What follows belongs to an exercise in optimizing a design on an open flow for a short achievable clock period; a production flow would make more cautious choices. Where RTL was checked, it was by simulation tests only, not by an equivalence proof against the original. Power and IR drop assume default switching activity.

==> flow/design.v (excerpt) <==
module dmem_mmio #(
    parameter int          RAM_WORDS  = 64,
    parameter int          FIFO_DEPTH = 4,
    parameter logic [31:0] MMIO_BASE  = 32'hFFFF_0000
) (
    input  logic        clk,
    input  logic        reset,
    input  logic        memwrite,
    input  logic [31:0] addr,
    input  logic [31:0] writedata,
    output logic [31:0] readdata,
    output logic [7:0]  tx_data,
    output logic        tx_valid,
    input  logic        tx_ready,
    output logic        irq
);
clock: 6.5 ns
lec_check: 0
abc_clock_period_in_ps: 1000
cap_margin: 20
core_margin: 2
core_utilization: 60
gpl_timing_driven: 1
setup_slack_margin: 4.5
slew_margin: 20
synth_hierarchical: 1
synth_minimum_keep_size: 0
tns_end_percent: 5
standard.sh (not shown) runs the stock make flow with config.mk's settings and CLKGATE_MAP_FILE= SYNTH_SCRIPT=/design/flow/synth_recipe.tcl, a recipe that flattens the netlist after the stock synthesis.
==> flow/flow/run.sh <==
#!/bin/bash
# Own flow: the standard layout, unchanged (kept as a starting point).
cp standard.sh standard_sh.txt
bash standard.sh > standard.log 2>&1
==> next run, changes <==
==> flow/run.sh (new file) <==
#!/bin/bash
# synth_recipe.tcl (not shown) runs the flow's synth.tcl, then flattens the netlist and writes it again
# the make line also repeats each setting of config.mk as NAME=value (left out here)
make -C /OpenROAD-flow-scripts/flow DESIGN_CONFIG=/design/flow/config.mk WORK_HOME=/design/flow/orfs CLKGATE_MAP_FILE= SYNTH_SCRIPT=/design/flow/synth_recipe.tcl finish
removed: flow/flow/run.sh
removed: flow/standard.sh
What happened:
- The new run completed with no timing, DRC or antenna violations
- worst hold slack stays the same
- final area stays the same
- global-route usage is unchanged
No functional check of the RTL was part of any run of this note.

dmem_mmio, a different RTL version from the one above (not shown whole).
Size: roughly 88000 um2 of cells after synthesis.
## dmem_mmio
module dmem_mmio #(
    parameter int          RAM_WORDS  = 64,
    parameter int          FIFO_DEPTH = 4,
    parameter logic [31:0] MMIO_BASE  = 32'hFFFF_0000
) (
    input  logic        clk,
    input  logic        reset,
    input  logic        memwrite,
    input  logic [31:0] addr,
    input  logic [31:0] writedata,
    output logic [31:0] readdata,
    output logic [7:0]  tx_data,
    output logic        tx_valid,
    input  logic        tx_ready,
    output logic        irq
);
Settings: LEC_CHECK=0, ABC_CLOCK_PERIOD_IN_PS=1000, CAP_MARGIN=20, CORE_MARGIN=2, CORE_UTILIZATION=60, GPL_TIMING_DRIVEN=1, SETUP_SLACK_MARGIN=4.5, SLEW_MARGIN=20, SYNTH_HIERARCHICAL=1, SYNTH_MINIMUM_KEEP_SIZE=0, TNS_END_PERCENT=5; clock period 6.5 ns.
==> flow/flow/run.sh <==
#!/bin/bash
# Own flow: the standard layout (standard.sh, every step unchanged), with
# one extra step after placement: the readdata output buffers are moved next
# to the gates that drive them, and the addr input buffers to the centre of
# the cells they drive (flow/move_obuf.tcl), then legalized.
set -euo pipefail
bash standard.sh place > standard_place.log 2>&1
RES_DIR=$PWD/orfs/results/sky130hd/dmem_mmio/base openroad -no_init -exit flow/move_obuf.tcl > move_obuf.log 2>&1
bash standard.sh finish > standard_finish.log 2>&1
==> flow/flow/move_obuf.tcl <==
# Move each readdata output buffer from its pin to the cell that drives it,
# so the buffer (sized later by the flow's repair) drives the long wire to
# the pin instead of the small driving gate; and move each addr input buffer
# to the centre of the cells it drives. Then legalize.
set res $::env(RES_DIR)
read_db $res/3_place.odb
set blk [ord::get_db_block]
set moved 0
foreach bt [$blk getBTerms] {
  set name [$bt getName]
  if {[string match readdata* $name]} {
    set ob {}
    foreach it [[$bt getNet] getITerms] { set ob [$it getInst] }
    if {$ob eq {}} { continue }
    set drv {}
    foreach it [$ob getITerms] {
      if {[$it isInputSignal]} {
        foreach it2 [[$it getNet] getITerms] {
          if {[$it2 isOutputSignal]} { set drv [$it2 getInst] }
        }
      }
    }
    if {$drv eq {}} { continue }
    set b [$drv getBBox]
    $ob setLocation [$b xMin] [$b yMin]
    incr moved
  } elseif {[string match addr* $name]} {
    set ib {}
    foreach it [[$bt getNet] getITerms] { set ib [$it getInst] }
    if {$ib eq {}} { continue }
    set sx 0; set sy 0; set n 0
    foreach it [$ib getITerms] {
      if {[$it isOutputSignal]} {
        foreach it2 [[$it getNet] getITerms] {
          if {[$it2 isInputSignal]} {
            set b [[$it2 getInst] getBBox]
            set sx [expr {$sx + [$b xMin]}]; set sy [expr {$sy + [$b yMin]}]; incr n
          }
        }
      }
    }
    if {$n == 0} { continue }
    $ib setLocation [expr {$sx / $n}] [expr {$sy / $n}]
    incr moved
  }
}
puts "moved $moved port buffers"
detailed_placement
check_placement -verbose
write_db $res/3_place.odb
The starting point went through all stages and came out clean.
Then changed:
--- a/flow/flow/run.sh
+++ b/flow/flow/run.sh
@@ -4,2 +4 @@
-# to the gates that drive them, and the addr input buffers to the centre of
-# the cells they drive (flow/move_obuf.tcl), then legalized.
+# to the gates that drive them (flow/move_obuf.tcl), then legalized.
==> flow/flow/move_obuf.tcl (replaced) <==
# Move each readdata output buffer from its pin to the cell that drives it,
# so the buffer (sized later by the flow's repair) drives the long wire to
# the pin instead of the small driving gate. Then legalize.
set res $::env(RES_DIR)
read_db $res/3_place.odb
set blk [ord::get_db_block]
set moved 0
foreach bt [$blk getBTerms] {
  if {![string match readdata* [$bt getName]]} { continue }
  set ob {}
  foreach it [[$bt getNet] getITerms] { set ob [$it getInst] }
  if {$ob eq {}} { continue }
  set drv {}
  foreach it [$ob getITerms] {
    if {[$it isInputSignal]} {
      foreach it2 [[$it getNet] getITerms] {
        if {[$it2 isOutputSignal]} { set drv [$it2 getInst] }
      }
    }
  }
  if {$drv eq {}} { continue }
  set b [$drv getBBox]
  $ob setLocation [$b xMin] [$b yMin]
  incr moved
}
puts "moved $moved output buffers"
detailed_placement
check_placement -verbose
write_db $res/3_place.odb
--- a/flow/config.mk
+++ b/flow/config.mk
@@ -11 +11 @@
-export CORE_UTILIZATION = 60
+export CORE_UTILIZATION = 55
What happened:
- clock-buffer cell count shrinks by 2
- clock power barely changes
- final area decreases slightly
- global-route usage drops by 4.4 points
- hold slack is better by 0.0091 ns
- wire length came out lower by a few percent
- first-iteration DRC count is lower by roughly a tenth
- sequential power is about the same
- setup slack degrades by 0.017 ns
- die area goes up by a little under a tenth
Then changed:
--- a/flow/config.mk
+++ b/flow/config.mk
@@ -11 +11 @@
-export CORE_UTILIZATION = 55
+export CORE_UTILIZATION = 66
After rerunning: The changed run passed the timing, design-rule and antenna checks; cell count goes down by 4.5%; design area came out lower by 1.0%; setup slack improved by 0.0096 ns; global-route usage came out higher by 6.5 points; clock power hardly moves; critical path depth increases by 2.
Then changed:
--- a/flow/flow/run.sh
+++ b/flow/flow/run.sh
@@ -4 +4,2 @@
-# to the gates that drive them (flow/move_obuf.tcl), then legalized.
+# to the gates that drive them, and the addr input buffers to the centre of
+# the cells they drive (flow/move_obuf.tcl), then legalized.
==> flow/flow/move_obuf.tcl (replaced) <==
# Move each readdata output buffer from its pin to the cell that drives it,
# so the buffer (sized later by the flow's repair) drives the long wire to
# the pin instead of the small driving gate; and move each addr input buffer
# to the centre of the cells it drives. Then legalize.
set res $::env(RES_DIR)
read_db $res/3_place.odb
set blk [ord::get_db_block]
set moved 0
foreach bt [$blk getBTerms] {
  set name [$bt getName]
  if {[string match readdata* $name]} {
    set ob {}
    foreach it [[$bt getNet] getITerms] { set ob [$it getInst] }
    if {$ob eq {}} { continue }
    set drv {}
    foreach it [$ob getITerms] {
      if {[$it isInputSignal]} {
        foreach it2 [[$it getNet] getITerms] {
          if {[$it2 isOutputSignal]} { set drv [$it2 getInst] }
        }
      }
    }
    if {$drv eq {}} { continue }
    set b [$drv getBBox]
    $ob setLocation [$b xMin] [$b yMin]
    incr moved
  } elseif {[string match addr* $name]} {
    set ib {}
    foreach it [[$bt getNet] getITerms] { set ib [$it getInst] }
    if {$ib eq {}} { continue }
    set sx 0; set sy 0; set n 0
    foreach it [$ib getITerms] {
      if {[$it isOutputSignal]} {
        foreach it2 [[$it getNet] getITerms] {
          if {[$it2 isInputSignal]} {
            set b [[$it2 getInst] getBBox]
            set sx [expr {$sx + [$b xMin]}]; set sy [expr {$sy + [$b yMin]}]; incr n
          }
        }
      }
    }
    if {$n == 0} { continue }
    $ib setLocation [expr {$sx / $n}] [expr {$sy / $n}]
    incr moved
  }
}
puts "moved $moved port buffers"
detailed_placement
check_placement -verbose
write_db $res/3_place.odb
--- a/flow/config.mk
+++ b/flow/config.mk
@@ -11 +11 @@
-export CORE_UTILIZATION = 66
+export CORE_UTILIZATION = 60
@@ -13 +13 @@
-export SETUP_SLACK_MARGIN = 4.5
+export SETUP_SLACK_MARGIN = 4.0
@@ -17 +17 @@
-export TNS_END_PERCENT = 5
+export TNS_END_PERCENT = 20
- The changed run passed the timing, design-rule and antenna checks
- via count is higher by a few percent
- routed wire length increases by roughly a tenth
- final area rose by a few percent
- die area grows by roughly a tenth
- power shrinks slightly

==> afterwards: timing with drivers on the ports <==
No port has a modelled driver above. Below, the same layouts with a new extraction and two added sets of constraints.
Step 1, drivers: a clkbuf_16 drives clk and a buf_2 each remaining input, both assumed.
Step 2 adds t to the input delays and takes it off the output delays; t is the mean of the earliest and latest rising clock arrival at the registers after step 1. Input paths then give back, and output paths get back, about the clock's delay inside the block.
Slacks: ideal / step 1 / step 2; pairs: ideal / step 1.
run	t, ns	slack for setup (ns)	slew at the worst register clock pin (ns)
the first run of note 1	0.936	1.633 / 1.332 / 1.332	0.07 / 0.07
the second run of note 1	0.936	1.633 / 1.332 / 1.332	0.07 / 0.07
the first run of note 2	0.918	1.982 / 1.370 / 1.370	0.07 / 0.07
the second run of note 2	0.920	1.965 / 1.384 / 1.384	0.07 / 0.07
the third run of note 2	0.924	1.975 / 1.367 / 1.367	0.07 / 0.07
the fourth run of note 2	0.931	1.942 / 1.298 / 1.298	0.07 / 0.07
After both steps setup and hold are still met in every run listed. For the fourth run of note 2, which loses most, drivers alone change the setup slack by -0.644 ns; drivers and shift together by -0.644 ns.
